Background: an optimization exercise with open tools, aiming at small area, a short achievable clock period and few clock cycles per item. Do not read the settings as production practice. At most, simulation tests tie the RTL to the original design; equivalence was not proved. Power is estimated from default activity; no workload was simulated.

== v42 ==
## trickle_interval_timer_unit
module trickle_interval_timer_unit #(
    parameter int unsigned TICKS_PER_SECOND = trk_tmr_pkg::TICKS_PER_SECOND_DEF,
    parameter int unsigned MAX_EXP          = trk_tmr_pkg::MAX_EXP_DEF
) (
    input  wire                                  i_clk,
    input  wire                                  i_rst_n,
    input  wire                                  i_in_valid,
    output logic                                 o_in_ready,
    input  wire [18:0]                           i_in,
    output logic                                 o_out_valid,
    input  wire                                  i_out_ready,
    output logic [15:0]                          o_out,
    input  wire                                  i_cfg_valid,
    output logic                                 o_cfg_ready,
    input  wire [trk_tmr_pkg::CFG_IDX_W-1:0]     i_cfg_index,
    input  wire [trk_tmr_pkg::CFG_DAT_W-1:0]     i_cfg_data
);
export LEC_CHECK = 0
export CAP_MARGIN = 20
export CORE_MARGIN = 2
export CORE_UTILIZATION = 55
export CTS_BUF_LIST = sky130_fd_sc_hd__clkbuf_8
export CTS_CLUSTER_DIAMETER = 80
export CTS_CLUSTER_SIZE = 40
export PLACE_DENSITY = 0.7
export SLEW_MARGIN = 20
create_clock -name core_clock -period 22.0 [get_ports {i_clk}]
standard.sh (not shown) runs the stock make flow with config.mk's settings and CLKGATE_MAP_FILE= SYNTH_SCRIPT=/design/flow/synth_recipe.tcl, a recipe that flattens the netlist after the stock synthesis.
==> flow/flow/run.sh <==
#!/bin/bash
# The standard layout (standard.sh: its synthesis, floorplan, placement,
# CTS and routing, with the design's SDC), with two knobs changed:
#  * timing repair keeps a setup margin, so the achieved period is pushed
#    below the design's clock period;
#  * the port buffers are plain buffers instead of the resizer's pick.
# All of make's output goes to make_finish.log in the work folder.
set -euo pipefail
MARGIN=$(awk -v p="$FLOW_PERIOD_NS" 'BEGIN { printf "%.2f", p - 5.6 }')
bash standard.sh "SETUP_SLACK_MARGIN=$MARGIN" \
    "BUFFER_PORTS_ARGS=-buffer_cell sky130_fd_sc_hd__buf_1" finish > make_finish.log 2>&1
Testbench counts of v42, summed over its fixed seeds: cycles 32,136, ops 32,000.
Changes in v23 relative to v42:
- swapping 0.7 for 0.6 in PLACE_DENSITY
- clearing CTS_CLUSTER_DIAMETER, which used to be 80
- swapping 55 for 40 in CORE_UTILIZATION
- clearing CTS_CLUSTER_SIZE, which used to be 40
==> run notes <==
- Status: final instance area parity (v23, v42)
- On required arrival time at the worst endpoint, v23 and v42 are basically level.
- Higher routed length per placed instance among v23 and v42: v42
- Compared with v42, v23 shows routed length on met1 higher by 4.6%.
- Looking at aggregate routed wire length, v23 sits 3.6% above v42.
- Diff v23 and v42: leakage power figure higher in v42
- Layout net count: v23 lower than v42
- v23 ends up with higher die area than v42 does.
- v23 against v42: compound-gate portion of the synthesized area barely changed; share of async-settable or async-resettable flops after synthesis barely changed.
- Compared with v42, v23 shows a synthesis-to-finish area growth that is 0.25 points higher.
Inputs modified between v23 and v24:
- putting TNS_END_PERCENT at 5 where nothing was set
Findings:
v24: done, clean on timing, DRC and antenna. Looking at maximum number of pins on one net before global-route repair across v23 and v24, the one that comes out higher is v23. v23 has lower layout buffering overhead excluding clock cells than v24. Going from v23 to v24, layout-stage area growth over the synthesis result shrinks by 0.51 points. Taking v23 as the reference, in v24 share of the clock period used by the worst path closely matched the old numbers, maximum operating frequency decreased by 0.40% relative to the old numbers, design area decreased by 0.44% relative to the old numbers, synthesized area divided by synthesized cell count closely matched the old numbers.


## job 101
Another version of the RTL of trickle_interval_timer_unit (not shown whole).
For scale: ~1100 cells after synthesis, ~130 flip-flops, ~53 I/O pins.
export LEC_CHECK = 0
export CAP_MARGIN = 20
export CORE_MARGIN = 2
export CORE_UTILIZATION = 50
export CTS_BUF_LIST = sky130_fd_sc_hd__clkbuf_8
export PLACE_DENSITY = 0.65
export SLEW_MARGIN = 20
create_clock -name core_clock -period 22.0 [get_ports {i_clk}]
Scripts as last shown in full above: flow/flow/run.sh
> inputs changed (job 101 -> job 102)
Settings: swapping 50 for 40 in CORE_UTILIZATION; swapping 0.65 for 0.6 in PLACE_DENSITY.
==> comparison <==
- Job 102 and job 101 all finish clean.
- NOTE initial detailed-routing violation count job 101->job 102 increased by a few percent
- | number of stages on the worst setup path | job 102 vs job 101 | 16 lower |
- Looking at job 102 and job 101, the power in sequential cells is a wash.
- Diff job 102 and job 101: worst-case register-to-register setup slack lower in job 102
- Relative to job 101, job 102 degrades worst setup slack.
- Of job 102 and job 101, it is job 102 that has the lower per-cell routed wire length.
- Clock latency reported for the late side of the worst-skew pair essentially unchanged between job 102 and job 101.
No functional check of the RTL was part of any run of this note.


## v56
Another version of the RTL of trickle_interval_timer_unit (not shown whole).
Size in the first run: about 130 flip-flops, ~10000 um2 of cells after synthesis.
clock: 22.0 ns
lec_check: 0
cap_margin: 20
core_margin: 2
core_utilization: 50
cts_buf_list: sky130_fd_sc_hd__clkbuf_8
place_density: 0.65
slew_margin: 20
==> flow/flow/run.sh <==
#!/bin/bash
# The standard layout (standard.sh: its synthesis, floorplan, placement,
# CTS and routing, with the design's SDC), with two knobs changed:
#  * timing repair keeps a setup margin, so the achieved period is pushed
#    below the design's clock period;
#  * the port buffers are plain buffers instead of the resizer's pick.
# All of make's output goes to make_finish.log in the work folder.
set -euo pipefail
MARGIN=$(awk -v p="$FLOW_PERIOD_NS" 'BEGIN { printf "%.2f", p - 5.8 }')
bash standard.sh "SETUP_SLACK_MARGIN=$MARGIN" \
    "BUFFER_PORTS_ARGS=-buffer_cell sky130_fd_sc_hd__buf_1" finish > make_finish.log 2>&1
v56: no failed stages, no open violations at the end
Testbench counts of v56, summed over its fixed seeds: cycles 32,136, ops 32,000.
--- input diff v56..v50 ---
- SETUP_SLACK_MARGIN: unset -> 5
==> flow/run.sh (new file) <==
#!/bin/bash
# synth_recipe.tcl (not shown) runs the flow's synth.tcl, then flattens the netlist and writes it again
# the make line also repeats each setting of config.mk as NAME=value (left out here)
make -C /OpenROAD-flow-scripts/flow DESIGN_CONFIG=/design/flow/config.mk WORK_HOME=/design/flow/orfs CLKGATE_MAP_FILE= SYNTH_SCRIPT=/design/flow/synth_recipe.tcl finish
removed: flow/flow/run.sh
removed: flow/standard.sh
Delta (v50 minus v56): logic depth of the worst setup path including buffers +23; worst path buffer plus inverter count +4; wire length on met2 -360 um. v50 -> v56: count of clock tree sinks flat. Worst hold slack is higher on v56.
Input changes introduced in v16 (baseline for comparison: v50):
- removing SETUP_SLACK_MARGIN (formerly 5)
==> flow/flow/run.sh (new file) <==
#!/bin/bash
# The standard layout (standard.sh: its synthesis, floorplan, placement,
# CTS and routing, with the design's SDC), with two knobs changed:
#  * timing repair keeps a setup margin, so the achieved period is pushed
#    below the design's clock period;
#  * the port buffers are plain buffers instead of the resizer's pick.
# All of make's output goes to make_finish.log in the work folder.
set -euo pipefail
MARGIN=$(awk -v p="$FLOW_PERIOD_NS" 'BEGIN { printf "%.2f", p - 5.6 }')
bash standard.sh "SETUP_SLACK_MARGIN=$MARGIN" \
    "BUFFER_PORTS_ARGS=-buffer_cell sky130_fd_sc_hd__buf_1" finish > make_finish.log 2>&1
==> flow/standard.sh (new file) <==
#!/bin/bash
# synth_recipe.tcl (not shown) runs the flow's synth.tcl, then flattens the netlist and writes it again
# the make line also repeats each setting of config.mk as NAME=value (left out here)
make -C /OpenROAD-flow-scripts/flow DESIGN_CONFIG=/design/flow/config.mk WORK_HOME=/design/flow/orfs CLKGATE_MAP_FILE= SYNTH_SCRIPT=/design/flow/synth_recipe.tcl "${@:-finish}"
removed: flow/run.sh
[summary]
Global routing met3 resource utilization was lower in v16 than in v50. Looking at path length in cells of the critical path, v16 sits 23 lower than v50 does. Delta (v16 minus v50): synthesized area flat; global routing met2 resource utilization up 1.3 points; switching power total up 4.8%. Summary — setup slack, v16 relative to v50: higher, by 0.95 ns. Wire length of the first global-routing pass: v16 vs v50 up about 3.6%. The post-route fraction of the period consumed by the critical path of v16 is lower than that of v50. v16: cell-internal power higher than v50. v16 ends up with higher final RePlAce weighted congestion than v50 does.
For v9, these inputs were changed with respect to v16:
==> flow/flow/run.sh <==
#!/bin/bash
# The standard layout (standard.sh: its synthesis, floorplan, placement,
# CTS and routing, with the design's SDC), with three knobs changed:
#  * timing repair keeps a setup margin, so the achieved period is pushed
#    below the design's clock period;
#  * the port buffers are plain buffers instead of the resizer's pick;
#  * clock tree synthesis inserts no dummy loads (same buffers and clustering
#    limits as the standard run otherwise).
# All of make's output goes to make_finish.log in the work folder.
set -euo pipefail
MARGIN=$(awk -v p="$FLOW_PERIOD_NS" 'BEGIN { printf "%.2f", p - 5.6 }')
bash standard.sh "SETUP_SLACK_MARGIN=$MARGIN" \
    "BUFFER_PORTS_ARGS=-buffer_cell sky130_fd_sc_hd__buf_1" \
    "CTS_ARGS=-sink_clustering_enable -repair_clock_nets -buf_list sky130_fd_sc_hd__clkbuf_8 -sink_clustering_size 30 -sink_clustering_max_diameter 100 -dont_use_dummy_load" \
    finish > make_finish.log 2>&1
### Flow results
- Result for v9 and v16: all clean
- Summary — relative contribution of sequential cells to total power, v9 relative to v16: higher, by 3.3 points.
- Delta(met2 wirelength from detailed routing, v9 - v16) < 0
- Compared with v16, v9 shows final-layout clock buffer total lower by 1.
- Sort v9 and v16 by part of the total power dissipated in combinational logic desc -> top: v9
- Relative to v16, the sequential share of layout area of v9 is higher by 0.46 points.
- Looking at global-route wire length before repair across both flows, v9 is the stronger of the two, with v16 trailing.
- The total detailed-routing wirelength number comes out higher for v16 vs v9.


== oak ==
Another version of the RTL of trickle_interval_timer_unit (not shown whole).
Size: ~1200 cells after synthesis, about 53 I/O pins, ~10000 sq um of cells after synthesis.
clock: 22.0 ns
lec_check: 0
cap_margin: 20
core_margin: 2
core_utilization: 40
cts_buf_list: sky130_fd_sc_hd__clkbuf_8
place_density: 0.6
slew_margin: 20
==> flow/flow/run.sh <==
#!/bin/bash
# The standard layout (standard.sh: its synthesis, floorplan, placement,
# CTS and routing, with the design's SDC), with two knobs changed:
#  * timing repair keeps a setup margin, so the achieved period is pushed
#    below the design's clock period;
#  * the port buffers are plain buffers instead of the resizer's pick.
# All of make's output goes to make_finish.log in the work folder.
set -euo pipefail
MARGIN=$(awk -v p="$FLOW_PERIOD_NS" 'BEGIN { printf "%.2f", p - 5.6 }')
bash standard.sh "SETUP_SLACK_MARGIN=$MARGIN" \
    "BUFFER_PORTS_ARGS=-buffer_cell sky130_fd_sc_hd__buf_1" finish > make_finish.log 2>&1
Input changes introduced in pine (baseline for comparison: oak):
- clearing CTS_BUF_LIST, which used to be sky130_fd_sc_hd__clkbuf_8
- putting ABC_CLOCK_PERIOD_IN_PS at 4000 where nothing was set
==> flow/run.sh (new file) <==
#!/bin/bash
# synth_recipe.tcl (not shown) runs the flow's synth.tcl, then flattens the netlist and writes it again
# the make line also repeats each setting of config.mk as NAME=value (left out here)
make -C /OpenROAD-flow-scripts/flow DESIGN_CONFIG=/design/flow/config.mk WORK_HOME=/design/flow/orfs CLKGATE_MAP_FILE= SYNTH_SCRIPT=/design/flow/synth_recipe.tcl finish
removed: flow/flow/run.sh
removed: flow/standard.sh
### Flow results
Area of the die came out exactly the same in pine and oak. Area: pine vs oak -> pine larger. On worst hold slack, oak beats pine. Of pine and oak, the lower routed wire length belongs to pine. As far as accumulated negative setup slack goes, oak and pine are indistinguishable; the numbers are identical. Where maximum clock frequency is concerned, oak is better than pine. In pine relative to oak, filler cell count in the final layout had gone up slightly.
Inputs modified between pine and birch:
- CTS_BUF_LIST now sky130_fd_sc_hd__clkbuf_8, previously not set
- ABC_CLOCK_PERIOD_IN_PS no longer set, was 4000
==> flow/flow/run.sh (new file) <==
#!/bin/bash
# The standard layout (standard.sh: its synthesis, floorplan, placement,
# CTS and routing, with the design's SDC), with two knobs changed:
#  * timing repair keeps a setup margin, so the achieved period is pushed
#    below the design's clock period;
#  * the port buffers are plain buffers instead of the resizer's pick.
# All of make's output goes to make_finish.log in the work folder.
set -euo pipefail
MARGIN=$(awk -v p="$FLOW_PERIOD_NS" 'BEGIN { printf "%.2f", p - 6.3 }')
bash standard.sh "SETUP_SLACK_MARGIN=$MARGIN" \
    "BUFFER_PORTS_ARGS=-buffer_cell sky130_fd_sc_hd__buf_1" finish > make_finish.log 2>&1
==> flow/standard.sh (new file) <==
#!/bin/bash
# synth_recipe.tcl (not shown) runs the flow's synth.tcl, then flattens the netlist and writes it again
# the make line also repeats each setting of config.mk as NAME=value (left out here)
make -C /OpenROAD-flow-scripts/flow DESIGN_CONFIG=/design/flow/config.mk WORK_HOME=/design/flow/orfs CLKGATE_MAP_FILE= SYNTH_SCRIPT=/design/flow/synth_recipe.tcl "${@:-finish}"
removed: flow/run.sh
Results
Status: deepest level of the CTS H-tree parity (birch, pine). pine → birch: number of antenna-violating nets in the routed design shows no meaningful change; part of the power in the clock network dropped 6.9 points; max-slew headroom at the worst pin went up 2.5 points. Relative to pine, the internal reg-to-reg setup slack of birch is higher by 0.33 ns. NOTE: final routed wire length divided by cell count in birch falls short of that of pine. Compared to pine, birch shows a wider setup margin. Compared with pine, placement density in the core of birch is lower. r_ticks[18] as the worst setup path endpoint was reported by birch, and r_b[13] by pine. Of pine and birch, pine shows the higher power, with birch below it. Xor and xnor area share after synthesis: birch vs pine — no meaningful difference.
[inputs] maple vs birch
- putting ABC_AREA at 1 where nothing was set
- clearing CTS_BUF_LIST, which used to be sky130_fd_sc_hd__clkbuf_8
==> flow/run.sh (new file) <==
#!/bin/bash
# synth_recipe.tcl (not shown) runs the flow's synth.tcl, then flattens the netlist and writes it again
# the make line also repeats each setting of config.mk as NAME=value (left out here)
make -C /OpenROAD-flow-scripts/flow DESIGN_CONFIG=/design/flow/config.mk WORK_HOME=/design/flow/orfs CLKGATE_MAP_FILE= SYNTH_SCRIPT=/design/flow/synth_recipe.tcl finish
removed: flow/flow/run.sh
removed: flow/standard.sh
Re part of the power in the clock network: birch and maple aren't equal, and the lower value belongs to birch.
The flow did not stop early for maple: all stages ran, and the layout cleared the timing, DRC and antenna checks.
Compared with birch, in maple routed wire length went up by 11%; sum of net half-perimeters after detailed placement went up by about 15%; minimum setup slack in the final design went down by 0.19 ns; final instance count without filler cells went up by about 19%.
maple vs birch, combinational family with the most area after synthesis: simple AND/OR/NAND/NOR gates vs compound AO/OA/AOI/OAI gates
maple against birch; post-detailed-route via-to-cell ratio is down by a few percent.
#### Input delta (cedar over maple)
- CTS_BUF_LIST now sky130_fd_sc_hd__clkbuf_8, previously not set
- ABC_AREA no longer set, was 1
==> flow/flow/run.sh (new file) <==
#!/bin/bash
# The standard layout (standard.sh: its synthesis, floorplan, placement,
# CTS and routing, with the design's SDC), with two knobs changed:
#  * timing repair keeps a setup margin, so the achieved period is pushed
#    below the design's clock period;
#  * the port buffers are plain buffers instead of the resizer's pick.
# All of make's output goes to make_finish.log in the work folder.
set -euo pipefail
MARGIN=$(awk -v p="$FLOW_PERIOD_NS" 'BEGIN { printf "%.2f", p - 5.9 }')
bash standard.sh "SETUP_SLACK_MARGIN=$MARGIN" \
    "BUFFER_PORTS_ARGS=-buffer_cell sky130_fd_sc_hd__buf_1" finish > make_finish.log 2>&1
==> flow/standard.sh (new file) <==
#!/bin/bash
# synth_recipe.tcl (not shown) runs the flow's synth.tcl, then flattens the netlist and writes it again
# the make line also repeats each setting of config.mk as NAME=value (left out here)
make -C /OpenROAD-flow-scripts/flow DESIGN_CONFIG=/design/flow/config.mk WORK_HOME=/design/flow/orfs CLKGATE_MAP_FILE= SYNTH_SCRIPT=/design/flow/synth_recipe.tcl "${@:-finish}"
removed: flow/run.sh
## What came out
Comparing maple and cedar, the higher relative contribution of the clock network to total power was measured on maple. The lower depth of the critical timing path with buffers and inverters included came out of maple. Total routed wire length on the met1 layer went down by a little under 10% going from maple to cedar. Between cedar and maple, it is cedar whose number of cells upsized or downsized after cts is higher, by 4. cedar vs. maple: distinct cell type count after synthesis now larger, multi-input gate area in the final layout went up 350 sq um, path depth of the worst reg2reg path now sits higher.
No run of this note included a check of the RTL's function; only the layout flow was run.

[separate check: timing with driven ports]
Ports are ideal in the flow. The routed layouts listed here were re-timed in OpenROAD. Step 1 assumes that a clkbuf_16 drives the clock port and a buf_2 every other input. Step 2 times the ports against the registers' clock, not the clock port: input delays grow and output delays shrink by t, the midpoint of the rising clock arrivals with the driver on. Slacks: ideal / step 1 / step 2; pairs: ideal / step 1.
run	t, ns	setup slack, ns	hold slack, ns	worst setup path after step 2
v42	0.490	16.346 / 16.306 / 15.986	0.486 / 0.486 / 0.486	input to register
v23	0.504	16.365 / 16.323 / 15.964	0.491 / 0.491 / 0.491	input to register
v24	0.496	16.342 / 16.299 / 16.003	0.484 / 0.484 / 0.484	input to register
job 101	0.481	16.368 / 16.368 / 16.096	0.458 / 0.458 / 0.458	input to register
job 102	0.499	16.330 / 16.285 / 16.065	0.468 / 0.468 / 0.468	input to register
v56	0.508	16.311 / 16.269 / 15.967	0.469 / 0.469 / 0.469	input to register
v50	0.488	15.471 / 15.471 / 15.067	0.465 / 0.465 / 0.465	input to register
v16	0.494	16.420 / 16.379 / 16.003	0.467 / 0.467 / 0.467	input to register
v9	0.490	16.437 / 16.395 / 15.999	0.463 / 0.463 / 0.463	input to register
oak	0.501	16.437 / 16.392 / 16.004	0.477 / 0.477 / 0.477	input to register
pine	0.469	15.486 / 15.510 / 15.042	0.462 / 0.462 / 0.462	input to register
birch	0.496	15.959 / 15.939 / 15.489	0.470 / 0.470 / 0.470	input to register
maple	0.464	15.771 / 15.727 / 15.452	0.456 / 0.456 / 0.456	input to register
cedar	0.506	16.210 / 16.169 / 15.730	0.463 / 0.463 / 0.463	input to register
After both steps every run listed still meets setup and hold. For cedar, which loses most, drivers alone change the setup slack by -0.041 ns; drivers and shift together by -0.480 ns.
